Background: an optimization exercise with open tools, aiming at small area. Do not read the settings as production practice.
The RTL was checked by simulation tests, not by an equivalence proof against the original design.
Power figures rest on the tool's default switching activity, not on a simulated workload.

==> design/flow/standard.sh <==
#!/bin/bash
# synth_recipe.tcl (not shown) runs the flow's synth.tcl, then flattens the netlist and writes it again
# the make line also repeats each setting of config.mk as NAME=value (left out here)
make -C /OpenROAD-flow-scripts/flow DESIGN_CONFIG=/design/flow/config.mk WORK_HOME=/design/flow/orfs CLKGATE_MAP_FILE= SYNTH_SCRIPT=/design/flow/synth_recipe.tcl "${@:-finish}"
==> design/flow/constraint.sdc <==
create_clock -name core_clock -period 10.0 [get_ports {clock}]
set_input_delay 2.0000 -clock core_clock [delete_from_list [all_inputs] [get_ports {clock}]]
set_output_delay 2.0000 -clock core_clock [all_outputs]
set_load 0.01 [all_outputs]
==> design/flow/flow/area.abc <==
strash
ifraig
scorr
dc2
strash
&get -n
&st
&dch -f
&nf -a -R 1000
&st
&dch -f
&nf -a -R 1000
&put
topo
stime -c
==> design/flow/config.mk <==
export PLATFORM = sky130hd
export DESIGN_NAME = pipe_core
export DESIGN_NICKNAME = pipe_core
export VERILOG_FILES = /design/flow/design.v
export SDC_FILE = /design/flow/constraint.sdc
export NUM_CORES = 4
export LEC_CHECK = 0
export CAP_MARGIN = 0
export CELL_PAD_IN_SITES_DETAIL_PLACEMENT = 1
export CORE_MARGIN = 2
export CORE_UTILIZATION = 55
export CTS_BUF_LIST = sky130_fd_sc_hd__clkbuf_8
export CTS_CLUSTER_DIAMETER = 85
export CTS_CLUSTER_SIZE = 16
export PLACE_DENSITY = 0.65
export SLEW_MARGIN = 0
==> design/flow/flow/run.sh <==
#!/bin/bash
# Own flow: the standard layout (standard.sh) with two changes:
#  - synthesis maps the combinational logic with abc's area-oriented script
#    flow/area.abc instead of the delay-oriented one; registers come from the
#    same dfflibmap step as the standard synthesis, so their names and cell
#    types are unchanged
#  - port buffers are buf_1 instead of clkdlybuf4s50_1
# Each step's output goes to its own log file here.
set -euo pipefail
W=$(pwd)
{
  cat <<EOT
proc abc {args} {
  set i [lsearch -exact \$args -script]
  if {\$i >= 0} { lset args [expr {\$i + 1}] $W/flow/area.abc }
  yosys abc {*}\$args
}
EOT
  cat "$W/synth_recipe.tcl"
} > "$W/own_synth.tcl"
sed -e "s#SYNTH_SCRIPT=[^ ]*#SYNTH_SCRIPT=$W/own_synth.tcl 'BUFFER_PORTS_ARGS=-buffer_cell sky130_fd_sc_hd__buf_1'#" \
    "$W/standard.sh" > "$W/own_standard.sh"
bash "$W/own_standard.sh" synth > "$W/synth.log" 2>&1
bash "$W/own_standard.sh" > "$W/layout.log" 2>&1
==> design/flow/design.v <==
`timescale 1ns/10ps
package core_pkg;
    localparam int WORD_W    = 32;
    localparam int REG_IDX_W = 5;
    typedef logic [WORD_W-1:0]    word_t;
    typedef logic [REG_IDX_W-1:0] reg_idx_t;
    typedef logic [4:0]           opcode_t;
    typedef logic [4:0]           alu_op_t;
    localparam opcode_t OP_RTYPE = 5'd0;
    localparam opcode_t OP_J     = 5'd1;
    localparam opcode_t OP_BNE   = 5'd2;
    localparam opcode_t OP_ADDI  = 5'd5;
    localparam alu_op_t ALU_ADD = 5'd0;
    localparam alu_op_t ALU_SUB = 5'd1;
    localparam alu_op_t ALU_AND = 5'd2;
    localparam alu_op_t ALU_OR  = 5'd3;
    localparam int OPCODE_MSB = 31;
    localparam int OPCODE_LSB = 27;
    localparam int RD_MSB     = 26;
    localparam int RD_LSB     = 22;
    localparam int RS_MSB     = 21;
    localparam int RS_LSB     = 17;
    localparam int RT_MSB     = 16;
    localparam int RT_LSB     = 12;
    localparam int FUNC_MSB   = 6;
    localparam int FUNC_LSB   = 2;
    localparam int IMM_MSB    = 16;
    localparam int IMM_W      = 17;
    localparam int TARGET_MSB = 26;
    localparam word_t NOP_WORD = '0;
endpackage
`timescale 1ns/10ps
module pipe_core
#(
    parameter logic [31:0] RESET_PC = '0,
    parameter int    NUM_REGS = 32
) (
    input  logic        clock,
    input  logic        rst_n,
    output logic [31:0] imem_addr,
    input  logic [31:0] imem_data,
    output logic        wb_en,
    output logic [4:0]  wb_reg,
    output logic [31:0] wb_data
);
    localparam int NSLOT = 31;
    localparam logic [2:0] S_CLR = 3'd0;
    localparam logic [2:0] S_D   = 3'd1;
    localparam logic [2:0] S_C0  = 3'd2;
    localparam logic [2:0] S_C1  = 3'd3;
    localparam logic [2:0] S_W   = 3'd4;
    logic [2:0]  state;
    logic [4:0]  rot;           
    logic [4:0]  rot_n;
    logic [4:0]  pos;           
    logic [31:0] pc;
    logic [31:0] a;
    logic [31:0] slot [NSLOT];
    logic [4:0]  op, rd, rs, rt, func;
    logic [31:0] imm, target;
    assign op     = imem_data[31:27];
    assign rd     = imem_data[26:22];
    assign rs     = imem_data[21:17];
    assign rt     = imem_data[16:12];
    assign func   = imem_data[6:2];
    assign imm    = {{15{imem_data[16]}}, imem_data[16:0]};
    assign target = {5'b0, imem_data[26:0]};
    logic is_r, is_addi, is_bne, is_j;
    assign is_r    = (op == 5'd0);
    assign is_addi = (op == 5'd5);
    assign is_bne  = (op == 5'd2);
    assign is_j    = (op == 5'd1);
    logic [4:0] naddr;
    always_comb begin
        case (state)
            S_C0:    naddr = is_bne ? rd : rt;
            S_D:     naddr = rs;
            default: naddr = rd;
        endcase
    end
    assign rot_n = (rot == 5'd30) ? 5'd0 : rot + 5'd1;
    logic [5:0] psum;
    logic [4:0] pos_n;
    assign psum  = {1'b0, naddr} + {1'b0, rot_n};
    assign pos_n = (naddr == 5'd0) ? 5'd31 :
                   (psum >= 6'd31) ? 5'(psum - 6'd31) : psum[4:0];
    logic [31:0] port;
    always_comb begin
        port = '0;
        for (int s = 0; s < NSLOT; s++) begin
            if (pos == 5'(s)) port = port | slot[s];
        end
    end
    function automatic logic is_head(int s);
        is_head = (s == 0 || s == 5 || s == 10 || s == 15 || s == 19 || s == 23 || s == 27);
    endfunction
    logic at_head;
    always_comb begin
        at_head = 1'b0;
        for (int s = 0; s < NSLOT; s++)
            if (is_head(s) && pos == 5'((s + NSLOT - 1) % NSLOT)) at_head = 1'b1;
    end
    logic wr, done;
    assign wr   = (is_r || is_addi) && (rd != 5'd0);
    assign done = !wr || at_head;
    logic        in_w, in_c1, taken, sub, cin;
    logic        x_pc, x_a, y_imm, y_tgt, y_port;
    logic [31:0] x, y, sum, res;
    assign in_w   = (state == S_W);
    assign in_c1  = (state == S_C1);
    assign taken  = is_bne && (a != 32'd0);
    assign x_pc   = in_w && !is_j;
    assign x_a    = in_c1;
    assign y_imm  = in_w ? taken : (in_c1 && is_addi);
    assign y_tgt  = in_w && is_j;
    assign y_port = (state == S_C0) || (in_c1 && !is_addi);
    assign sub    = in_c1 && (is_bne || (is_r && func == 5'd1));
    assign cin    = x_pc || sub;
    assign x   = ({32{x_pc}} & pc) | ({32{x_a}} & a);
    assign y   = ({32{y_imm}} & imm) | ({32{y_tgt}} & target) | ({32{y_port}} & port);
    assign sum = x + (y ^ {32{sub}}) + {31'd0, cin};
    always_comb begin
        res = sum;
        if (in_c1 && is_r) begin
            case (func)
                5'd0, 5'd1: res = sum;
                5'd2:       res = x & y;
                5'd3:       res = x | y;
                default:    res = '0;
            endcase
        end
    end
    always_ff @(posedge clock or negedge rst_n) begin
        if (!rst_n) begin
            state <= S_CLR;
            rot   <= '0;
            pc    <= RESET_PC;
        end else begin
            rot <= rot_n;
            state <= state_n;
            if (in_w && done) pc <= sum;
        end
    end
    always_ff @(posedge clock) begin
        pos <= pos_n;
        if (state != S_D && state != S_W) a <= res;
    end
    logic wr_now;
    assign wr_now = in_w && wr;
    logic clr;
    assign clr = (state == S_CLR);
    logic [2:0] state_n;
    always_comb begin
        case (state)
            S_CLR:   state_n = (rot == 5'd6) ? S_D : S_CLR;
            S_D:     state_n = S_C0;
            S_C0:    state_n = S_C1;
            S_C1:    state_n = S_W;
            default: state_n = done ? S_D : S_W;
        endcase
    end
    logic [NSLOT-1:0] hw_d, hw, hw_n;
    always_comb begin
        for (int s = 0; s < NSLOT; s++)
            hw_d[s] = is_head(s) && ((state_n == S_CLR) ||
                      ((state_n == S_W) && wr && pos_n == 5'((s + NSLOT - 1) % NSLOT)));
    end
    always_ff @(posedge clock) begin
        for (int s = 0; s < NSLOT; s++) begin
            if (is_head(s)) begin
                hw[s]   <= hw_d[s];
                hw_n[s] <= !hw_d[s];
            end
        end
    end
    always_ff @(posedge clock) begin
        for (int s = 0; s < NSLOT; s++) begin
            if (is_head(s))
                slot[s] <= (a & {32{hw[s]}}) | (slot[(s + NSLOT - 1) % NSLOT] & {32{hw_n[s]}});
            else
                slot[s] <= slot[(s + NSLOT - 1) % NSLOT];
        end
    end
    assign imem_addr = pc;
    assign wb_en     = wr_now && at_head;
    assign wb_reg    = rd;
    assign wb_data   = a;
endmodule
==> results of run 1 <==
-- state kept, by name (all words and copies together), names as in the netlist --
name,flops
a,32
hw,7
pos,5
slot,992
hw_n,7
rot,5
pc,32
state,3
-- critical path, delay by kind of cell --
kind,cells,cell delay (ns)
AOI/OAI and AO/OA,22,3.87
xor gates and xnor gates,2,0.43
adders and majority gates,2,0.67
buffers and inverters,2,0.22
and+or+nand+nor,10,2.06
-- area by class of cell --
cell class,instances,share of cell area
antenna,6,0.000416
clock buffer,80,0.0305
clock inverter,19,0.00253
inverter,28,0.00291
multi-input combinational,1439,0.295
sequential,1083,0.616
tap,773,0.0268
timing repair buffer,174,0.0256
-- logic make-up after synthesis --
| family | Yosys count |
|---|---|
| flip-flops | 1083 |
| AO/OA/AOI/OAI | 901 |
| AND/OR/NAND/NOR | 426 |
| XOR/XNOR | 69 |
| adder cells (fa/ha/maj) | 42 |
| buffers and inverters | 33 |
| multiplexers | 1 |
-- where the power goes --
| group | internal [mW] | switching (mW) | total (mW) |
|---|---|---|---|
| Sequential | 6.13 | 1.55 | 7.68 |
| Clock | 0.732 | 1.36 | 2.09 |
| Combinational | 1.17 | 2.47 | 3.63 |
| Total | 8.03 | 5.37 | 13.4 |
-- worst max path at each step --
stage / startpoint / end / slack, ns / depth (start not counted)
3_5_place_dp: imem_data[28] / a[30] / 0.63 / 38
6_report: imem_data[28] / a[30] / 1.22 / 38
4_1_cts: imem_data[28] / a[30] / 1.42 / 38
2_1_floorplan: imem_data[27] / a[30] / 0.21 / 35
3_3_place_gp: imem_data[28] / a[30] / 0.95 / 38
5_1_grt: imem_data[28] / a[28] / 0.67 / 38
-- metal layers --
metal  up-vias  part of all wire
li1      10500                 -
met1     13300              0.38
met2      2101              0.43
met3       478              0.13
met4         8             0.054
met5         -           0.00039
-- metrics by stage --
step | hold WS [ns] | total power [mW] | instances | util
final | 0.336 | 13.4 | 3602 | 0.612
after global routing | 0.344 | 13.7 | 3598 | 0.612
after CTS | 0.340 | 13.1 | 3596 | 0.612
after detailed placement | 0.337 | 11.1 | 3497 | 0.592
after global placement | 0.333 | 10.9 | 3497 | 0.592
after floorplan | 0.326 | 8.86 | 2555 | -
-- cells in the mapped netlist, drive strengths merged, types with 2 or more instances --
cell / instances
nand3: 43
ha: 38
nand4: 74
a22oi: 175
and2: 4
nor4: 11
o22ai: 22
a31oi: 8
o21ai: 37
nor2: 97
a222oi: 140
fa: 3
clkinv: 28
xnor2: 59
nor2b: 5
buf: 5
dfrtp: 40
nand2: 139
xor2: 10
dfxtp: 1011
a22o: 300
and3: 7
and4: 7
nand2b: 7
o21bai: 12
a221oi: 48
a2111oi: 9
a221o: 4
o21ba: 13
or4: 3
or2: 2
a21o: 9
a21oi: 115
a211oi: 6
or3: 3
edfxtp: 32
nor3: 20
nand3b: 2
==> summary.txt, run 1 <==
Status
  – Status: finished clean

Timing
  – Final period util: 0.878
  – Worst-Margin Slew: around 1.1 ns
  – Slew Limit Fails: 0
  – Final worst setup slack: approximately 1.2 ns
  – Final Setup Violations: 0
  – Fmax: around 110 MHz
  – Clk_skew: 0.0370 ns
  – Setup TNS: 0 ns
  – Final min period: between 8 and 9 ns
  – RSZ-0062 raised after global routing: no
  – Slew headroom: 0.245
  – Hold Vio Cnt, Final: 0

Floorplan
  – Die height: roughly 250 um
  – # rows: 89
  – Die Span X: between 200 and 250 um
  – # IOs: about 100
  – Core Area: around 60,000 um^2
  – Initial core utilization: 0.555
  – Die area: 61,500 um^2

Synthesis
  – Simple-gate share of the synthesized area: 0.0618
  – Distinct cell type count after synthesis: between 40 and 50
  – Top_reg_cell synth: dfxtp_1
  – Mean post-synth cell area: around 13 um^2
  – Post-Synth XOR/XNOR Area: 0.0185
  – Post-Synthesis Cells: 2,555
  – Post-synthesis adder-cell area fraction: 0.0167
  – Multiplexer share of the synthesized area: 0.000306
  – Async set-reset flop share out of synthesis: 0.0369
  – Synth area leaders: dfxtp_1, a22o_1, a222oi_1
  – Mapped Area: about 33,000 um^2
  – Post-synth EDFFs: 32
  – Post-synthesis sequential area ratio: 0.679
  – Synth area leader: dfxtp_1
  – Synth Warn #: 2
  – Post-Syn Nets: approximately 2,600
  – Post-synth top area share: 0.619
  – Synthesis-stage register bit count: 1,083
  – Synth Area in Compound Gates: 0.220
  – Largest family of logic cells by synthesized area: compound AO/OA/AOI/OAI gates

Place
  – Dpl hpwl: roughly 80 mm
  – Area after DPL: about 35,000 um^2
  – Routability cong.: roughly 1.0
  – Buffers added on ports: roughly 100
  – Pre-CTS WS: ~0.63 ns

Final layout
  – Most common cell after layout, fill and taps aside: dfxtp_1
  – Area delta synth->final: 10.3%
  – Most frequent cells in the layout: dfxtp_1, a22o_1, a22oi_1
  – Multi-input logic area: 10,700 um^2
  – Finished Cell Area: around 36,000 um^2
  – Register area: approximately 22,000 um^2
  – Final Net Count: 2,878
  – Ratio of cells with drive above 1 in the final layout: 0.0744
  – Fill count: between 5,000 and 6,000

Drt
  – DRT iter0 DRCs: around 4,300
  – First drt pass iteration count: 6
  – Routed via count: 26,400
  – Drt wl/cell: about 36 um
  – Final WL: 131 mm
  – Via density: around 7.3
  – Final ANT Viol Nets: 0
  – Post-route DRC violation count: 0

Run
  – Max_cap viols: 0

Hold path
  – Hold Path End: slot[6][26]
  – Hold path start: slot[5][26]
  – Worst Hold Depth: 0
  – Worst hold path class: flip-flop to flip-flop

Critical path
  – Worst-path maximum fanout: 28
  – Register-to-register setup slack: 1.64 ns
  – Max incr delay on CP: ~0.47 ns
  – Slowest CP cell: fa_1
  – CP dominant cell by count: a21oi_1
  – Crit path required time: 10.46 ns
  – Arrival time worst endpoint: ~9 ns
  – RR Startpoint: pos[2]
  – Critical path class: primary input to flip-flop
  – Crit end category: flip-flop
  – FF-to-FF path depth: 38
  – Reg-to-reg endpoint: a[31]
  – Worst setup SP type: primary input

Global route
  – Met3 Use GR: 0.105
  – Met1 usage: 0.566
  – Vias in the first global route: ~27,000
  – Global-route wire length before repair: between 150 and 200 mm
  – Total gr overflow: 0
  – GR Layer Usage met2: 0.628
  – Initial antenna violation count: 7
  – Total track usage: 0.419
  – GR peak layer: met2
  – Largest net degree at the start of global routing: 65

Clock network
  – H-tree Lvls: 3
  – Total CTS buffers: 77
  – CTS Hold Bufs: 0
  – CTS resizes: 0
  – Worst-path clk slew: 0.11 ns
  – Clock root cell: clkbuf_8
  – Clock latency (worst-skew pair): ~0.74 ns
  – Postcts setup bufs: 0
  – CTS sink cnt: 1,083
  – CTS tree: done
  – Clock buffer depth: 3

Power and ir drop
  – Leak: 14.0 nW
  – VDD IR-drop max: 0.000309 V
  – Power Density: approximately 370 nW/um^2
==> run 2: changes to the inputs <==
--- a/design/flow/config.mk
+++ b/design/flow/config.mk
@@ -10,7 +10,7 @@
 export CORE_MARGIN = 2
 export CORE_UTILIZATION = 55
 export CTS_BUF_LIST = sky130_fd_sc_hd__clkbuf_8
-export CTS_CLUSTER_DIAMETER = 85
+export CTS_CLUSTER_DIAMETER = 50
 export CTS_CLUSTER_SIZE = 16
 export PLACE_DENSITY = 0.65
 export SLEW_MARGIN = 0
==> summary.txt, run 2 <==
Floorplan
  – # IOs: roughly 100
  – Core Area: about 60,000 um^2
  – Die Span X: between 200 and 250 um
  – Die area: between 60,000 and 70,000 um^2
  – Die height: 248 um
  – Initial core utilization: 0.555
  – # rows: 89

Clock network
  – Clock root cell: clkbuf_8
  – CTS tree: done
  – CTS sink cnt: ~1,100
  – Clock buffer depth: 3
  – Total CTS buffers: 86
  – Worst-path clk slew: roughly 0.1 ns
  – H-tree Lvls: 3
  – CTS Hold Bufs: 0
  – CTS resizes: 0
  – Clock latency (worst-skew pair): about 0.77 ns
  – Postcts setup bufs: 0

Synthesis
  – Async set-reset flop share out of synthesis: 0.0369
  – Post-synthesis sequential area ratio: 0.679
  – Most frequent cell after synthesis: dfxtp_1
  – Top_reg_cell synth: dfxtp_1
  – Post-synth top area share: 0.619
  – Synth Warn #: 2
  – Post-Synthesis Cells: about 2,600
  – Mean post-synth cell area: between 10 and 15 um^2
  – Distinct cell type count after synthesis: 45
  – Post-synth EDFFs: 32
  – Post-Syn Nets: 2,630
  – Synth area leader: dfxtp_1
  – Synth area leaders: dfxtp_1, a22o_1, a222oi_1
  – Synthesis-stage register bit count: roughly 1,100
  – Synth top cells by count: dfxtp_1, a22o_1, a22oi_1, a222oi_1, nand2_1
  – Mapped Area: 32,700 um^2

Timing
  – Worst hold slack: between 0.3 and 0.4 ns
  – Hold Vio Cnt, Final: 0
  – Final min period: 8.79 ns
  – Slew Limit Fails: 0
  – Setup TNS: 0 ns
  – Clk_skew: a little over 0.04 ns
  – Final Setup Violations: 0
  – Fmax: 114 MHz
  – RSZ-0062 raised after global routing: no
  – Slew headroom: 0.202
  – Worst-Margin Slew: around 1.2 ns
  – Final period util: 0.879

Power and ir drop
  – VDD IR-drop max: 0.000319 V
  – Leak: 14.2 nW
  – Power Density: roughly 380 nW/um^2

Place
  – Routability cong.: 0.999
  – Dpl hpwl: roughly 80 mm
  – Area after DPL: between 30,000 and 40,000 um^2
  – Buffers added on ports: 103

Critical path
  – Crit path required time: between 10 and 15 ns
  – Arrival time worst endpoint: about 9.2 ns
  – CP dominant cell by count: a21oi_1
  – Slowest CP cell: fa_1
  – Worst-path maximum fanout: 28
  – Max incr delay on CP: between 0.4 and 0.5 ns
  – Worst setup SP type: primary input
  – Crit end category: flip-flop
  – Critical path class: primary input to flip-flop

Final layout
  – Most common cell after layout, fill and taps aside: dfxtp_1
  – Area delta synth->final: 11.7%
  – Most frequent cells in the layout: dfxtp_1, a22o_1, a22oi_1
  – Finished Cell Area: between 30,000 and 40,000 um^2
  – Max reg flops: between 900 and 1,000
  – Top reg by flops: slot
  – Ratio of cells with drive above 1 in the final layout: 0.0869
  – Fill count: between 5,000 and 6,000
  – Final Net Count: between 2,000 and 3,000
  – Top Registers: slot x992, a x32, pc x32

Drt
  – Final WL: approximately 130 mm
  – Drt wl/cell: 36.2 um
  – Via density: slightly above 7
  – Post-route DRC violation count: 0
  – Routed via count: 26,400
  – DRT iter0 DRCs: roughly 4,600
  – First drt pass iteration count: 6
  – Final ANT Viol Nets: 0

Global route
  – Initial antenna violation count: 7
  – Total track usage: 0.421
  – Total gr overflow: 0
  – Vias in the first global route: roughly 27,000
  – Largest net degree at the start of global routing: between 60 and 70
  – Global-route wire length before repair: ~190 mm

Run
  – Max_cap viols: 0

Hold path
  – Worst hold path class: flip-flop to flip-flop

Status
  – Status: finished clean
==> run 2: changes by cell type in the layout (fill, tap and decap cells not counted), moves of 2 or more <==
cell / change
bufinv_16: +5
clkbuf_8: +13
clkinv_2: +6
clkinv_4: +2
clkinvlp_4: +4
diode_2: -3
inv_1: -6
inv_4: +2
inv_6: +4
==> run 2: logic make-up after synthesis <==
| logic type | synth area share |
|---|---|
| adder cells (fa/ha/maj) | 0.0167 |
| flip-flops | 0.679 |
| buffers and inverters | 0.00436 |
| AO/OA/AOI/OAI | 0.220 |
| multiplexers | 0.000306 |
| AND/OR/NAND/NOR | 0.0618 |
| XOR/XNOR | 0.0185 |
==> run 2: cell type report <==
| type | instances | area (um^2) | area share |
|---|---|---|---|
| diodes | 3 | 7.51 | 0.000206 |
| clock buffers | 93 | 1280 | 0.0350 |
| clock inverters | 38 | 372 | 0.0102 |
| inverters | 28 | 105 | 0.00288 |
| multi-input cells | 1439 | 10700 | 0.292 |
| flip-flops and latches | 1083 | 22200 | 0.608 |
| well taps | 773 | 967 | 0.0265 |
| repair buffers | 174 | 922 | 0.0252 |
==> run 2: final timing paths <==
| path | from | end | slack [ns] | depth (start not counted) |
|---|---|---|---|---|
| max in group asynchronous | rst_n | pc[14] | 8.18 | 2 |
| worst max register to register | pos[3] | a[31] | 1.73 | 33 |
| worst max-delay path | imem_data[28] | a[30] | 1.21 | 38 |
| worst min register to register | slot[16][29] | slot[17][29] | 0.33 | 0 |
| min in group asynchronous | rst_n | pc[7] | 1.36 | 2 |
| worst min-delay path | slot[16][29] | slot[17][29] | 0.33 | 0 |
==> run 2: critical path: cells and delay by family <==
family                   cells  cell delay, ns
buffers and inverters        2            0.22
XOR/XNOR                     2            0.44
AO/OA/AOI/OAI               22            3.85
adder cells (fa/ha/maj)      2            0.67
AND/OR/NAND/NOR             10            2.05
==> run 2: through the flow <==
step                      setup WS [ns]   util  power [mW]  instances
final                              1.21  0.620        13.8       3631
after global routing              0.620  0.620        14.1       3630
after CTS                          1.38  0.620        13.5       3628
after detailed placement          0.628  0.592        11.1       3497
after global placement            0.952  0.592        10.9       3497
after floorplan                   0.206      -        8.86       2555
==> run 2: per-layer routing <==
| metal | up-vias | GRT usage | wire (um) |
|---|---|---|---|
| met5 | - | 0 | 40 |
| met4 | 6 | 0.200 | 6770 |
| met3 | 446 | 0.0987 | 16900 |
| met2 | 2133 | 0.634 | 56800 |
| met1 | 13200 | 0.573 | 50800 |
| li1 | 10600 | - | - |
==> run 2: power breakdown <==
group          internal (mW)  switching [mW]  total, mW  leakage (nW)
registers               6.13            1.56       7.69          9.23
clock network           1.00            1.46       2.47         0.859
logic                   1.17            2.47       3.63          4.07
==> run 3: changes to the inputs <==
--- a/design/flow/config.mk
+++ b/design/flow/config.mk
@@ -10,7 +10,7 @@
 export CORE_MARGIN = 2
 export CORE_UTILIZATION = 55
 export CTS_BUF_LIST = sky130_fd_sc_hd__clkbuf_8
-export CTS_CLUSTER_DIAMETER = 50
+export CTS_CLUSTER_DIAMETER = 70
 export CTS_CLUSTER_SIZE = 16
 export PLACE_DENSITY = 0.65
 export SLEW_MARGIN = 0
==> summary.txt, run 3 <==
Status
  – Status: finished clean

Hold path
  – Worst hold path class: flip-flop to flip-flop
  – Hold path start: slot[25][29]
  – Worst Hold Depth: 0
  – Hold Path End: slot[26][29]

Synthesis
  – Synth top cells by count: dfxtp_1, a22o_1, a22oi_1, a222oi_1, nand2_1
  – Mean post-synth cell area: 12.8 um^2
  – Post-synth top area share: 0.619
  – Synthesis-stage register bit count: 1,083
  – Most frequent cell after synthesis: dfxtp_1
  – Post-Synthesis Cells: ~2,600
  – Synth area leader: dfxtp_1
  – Post-synth EDFFs: 32
  – Mapped Area: ~33,000 um^2
  – Synth Warn #: 2
  – Post-Syn Nets: 2,630
  – Distinct cell type count after synthesis: 45
  – Top_reg_cell synth: dfxtp_1
  – Async set-reset flop share out of synthesis: 0.0369
  – Synth area leaders: dfxtp_1, a22o_1, a222oi_1
  – Post-synthesis sequential area ratio: 0.679

Final layout
  – Ratio of cells with drive above 1 in the final layout: 0.0754
  – Top Registers: slot x992, a x32, pc x32
  – Layout Cells excl Fill: about 3,600
  – Top reg by flops: slot
  – Finished Cell Area: 36,100 um^2
  – Most frequent cells in the layout: dfxtp_1, a22o_1, a22oi_1
  – Most common cell after layout, fill and taps aside: dfxtp_1
  – Core Util, Final: 0.613
  – Max reg flops: 992
  – Area delta synth->final: 10.3%
  – Final Net Count: 2,879

Timing
  – Worst-Margin Slew: ~1.2 ns
  – Final period util: 0.881
  – Hold Vio Cnt, Final: 0
  – RSZ-0062 raised after global routing: no
  – Clk_skew: slightly above 0.06 ns
  – Final min period: ~8.8 ns
  – Fmax: approximately 110 MHz
  – Slew Limit Fails: 0
  – Slew headroom: 0.220
  – Setup TNS: 0 ns
  – Final Setup Violations: 0

Drt
  – DRT iter0 DRCs: ~4,300
  – Final WL: 131 mm
  – Final ANT Viol Nets: 0
  – Via density: 7.33
  – Routed via count: ~26,000
  – First drt pass iteration count: 8
  – Post-route DRC violation count: 0
  – Drt wl/cell: around 36 um

Floorplan
  – Core Area: between 50,000 and 60,000 um^2
  – Die area: 61,500 um^2
  – # rows: approximately 90
  – # IOs: between 100 and 150
  – Initial core utilization: 0.555
  – Die height: approximately 250 um
  – Die Span X: 248 um

Power and ir drop
  – P_int: roughly 8.0 mW
  – Power Density: 372 nW/um^2
  – Total power: 13.4 mW
  – VDD IR-drop max: between 0.0003 and 0.0004 V
  – Net Sw Power: approximately 5.4 mW
  – Sequential share of power: 0.573
  – Switching Share: 0.401
  – Combinational share of power: 0.269
  – Leak: roughly 14 nW
  – Clock power frac: 0.158

Critical path
  – CP dominant cell by count: a21oi_1
  – Arrival time worst endpoint: approximately 9.3 ns
  – Slowest CP cell: fa_1
  – CP top delay family: compound AO/OA/AOI/OAI gates
  – Worst-path maximum fanout: 28
  – Reg-to-reg endpoint: a[31]
  – CP Buf/Inv Count: 2
  – Crit path required time: approximately 10 ns
  – Critical path class: primary input to flip-flop
  – Worst setup SP type: primary input
  – Crit end category: flip-flop
  – Register-to-register setup slack: ~1.7 ns
  – Max incr delay on CP: 0.47 ns
  – RR Startpoint: pos[3]
  – FF-to-FF path depth: 33

Clock network
  – Clock latency (worst-skew pair): between 0.7 and 0.8 ns
  – CTS Hold Bufs: 0
  – CTS sink cnt: roughly 1,100
  – Total CTS buffers: 78
  – H-tree Lvls: 3
  – CTS resizes: 0
  – Worst-path clk slew: between 0.1 and 0.15 ns
  – Postcts setup bufs: 0
  – Clock buffer depth: 3
  – CTS tree: done
  – Clock root cell: clkbuf_8

Global route
  – Total track usage: 0.418
  – Global-route wire length before repair: roughly 190 mm
  – Vias in the first global route: around 27,000
  – Largest net degree at the start of global routing: 65
  – Initial antenna violation count: 6
  – Total gr overflow: 0

Place
  – Area after DPL: between 30,000 and 40,000 um^2
  – Routability cong.: 0.999
  – Buffers added on ports: 103
  – Dpl hpwl: 79.8 mm
  – Placed Cells: 3,497

Run
  – Max_cap viols: 0
-- run 3: cell types whose count changed in the layout (fill, tap and decap cells not counted), sizes merged --
cell | previous run | this run
clkbuf | 95 | 81
clkinv | 37 | 29
clkinvlp | 8 | 1
bufinv | 5 | 0
inv | 16 | 21
-- run 3: metrics by stage --
step	worst slack, ns	hold slack, ns
3_3_place_gp	0.952	0.333
2_1_floorplan	0.206	0.326
6_report	1.19	0.317
5_1_grt	0.616	0.330
4_1_cts	1.43	0.313
3_5_place_dp	0.628	0.337
-- run 3: cell families (layout without fill, tap and decap cells) --
group,Yosys count,count (layout),share of synthesized area
compound gates,901,901,0.220
other cells,0,3,0
buf+inv,33,304,0.00436
fa+ha+maj,42,42,0.0167
simple gates,426,426,0.0618
flops,1083,1083,0.679
xor+xnor,69,69,0.0185
mux,1,1,0.000306
-- run 3: worst max path at each step --
stage / startpoint / cells after the start / end / slack, ns
2_1_floorplan: imem_data[27] / 35 / a[30] / 0.21
5_1_grt: imem_data[28] / 38 / a[28] / 0.62
3_3_place_gp: imem_data[28] / 38 / a[30] / 0.95
6_report: imem_data[28] / 38 / a[30] / 1.19
4_1_cts: imem_data[28] / 38 / a[30] / 1.43
3_5_place_dp: imem_data[28] / 38 / a[30] / 0.63
-- run 3: power groups by stage --
| stage | sequential, mW | clock, mW | combinational, mW |
|---|---|---|---|
| finish | 7.68 | 2.11 | 3.61 |
| global placement | 7.54 | 0 | 3.36 |
| floorplan | 7.10 | 0 | 1.75 |
| CTS | 7.57 | 2.10 | 3.49 |
| detailed placement | 7.63 | 0 | 3.46 |
| global route | 7.76 | 2.27 | 3.72 |
-- run 3: cell type report --
| cell class | instances | area [um^2] |
|---|---|---|
| fill | 5858 | 22800 |
| sequential | 1083 | 22200 |
| multi-input combinational | 1439 | 10700 |
| clock buffer | 79 | 1090 |
| tap | 773 | 967 |
| timing repair buffer | 174 | 922 |
| clock inverter | 23 | 131 |
| inverter | 28 | 105 |
| antenna | 3 | 7.51 |
-- run 3: routing by layer --
metal  GRT usage  wire length, um  share of wire
met5           0               37        0.00028
met4       0.206             7230          0.055
met3      0.0990            17000           0.13
met2       0.628            56400           0.43
met1       0.568            50000           0.38

==> static timing again, ports no longer ideal <==
The results above use ideal ports. As a check the final layouts listed here were re-extracted and re-timed, cells and wires unchanged. Step 1 assumes that a clkbuf_16 drives the clock port and a buf_2 every other input. Step 2 moves the port delays by t, midway between the first and last clock arrival at a register: inputs arrive t later, outputs are due t later. That takes back most of the time a late clock gives input paths. Slacks: no drivers / after step 1 / after step 2; pairs: no drivers / after step 1.
run | t (ns) | setup WS [ns] | hold slack, ns | worst register clock-pin slew, ns | pins driven straight from the clock port
run 1 | 0.784 | 1.217 / 1.262 / 0.479 | 0.336 / 0.336 / 0.336 | 0.12 / 0.12 | 1
run 2 | 0.814 | 1.212 / 1.258 / 0.444 | 0.327 / 0.327 / 0.327 | 0.10 / 0.10 | 1
run 3 | 0.785 | 1.190 / 1.237 / 0.452 | 0.317 / 0.317 / 0.317 | 0.11 / 0.11 | 1
After both steps every run listed still meets setup and hold. The setup slack of run 2, which loses most, moves by +0.046 ns with the drivers and by -0.768 ns with both steps.
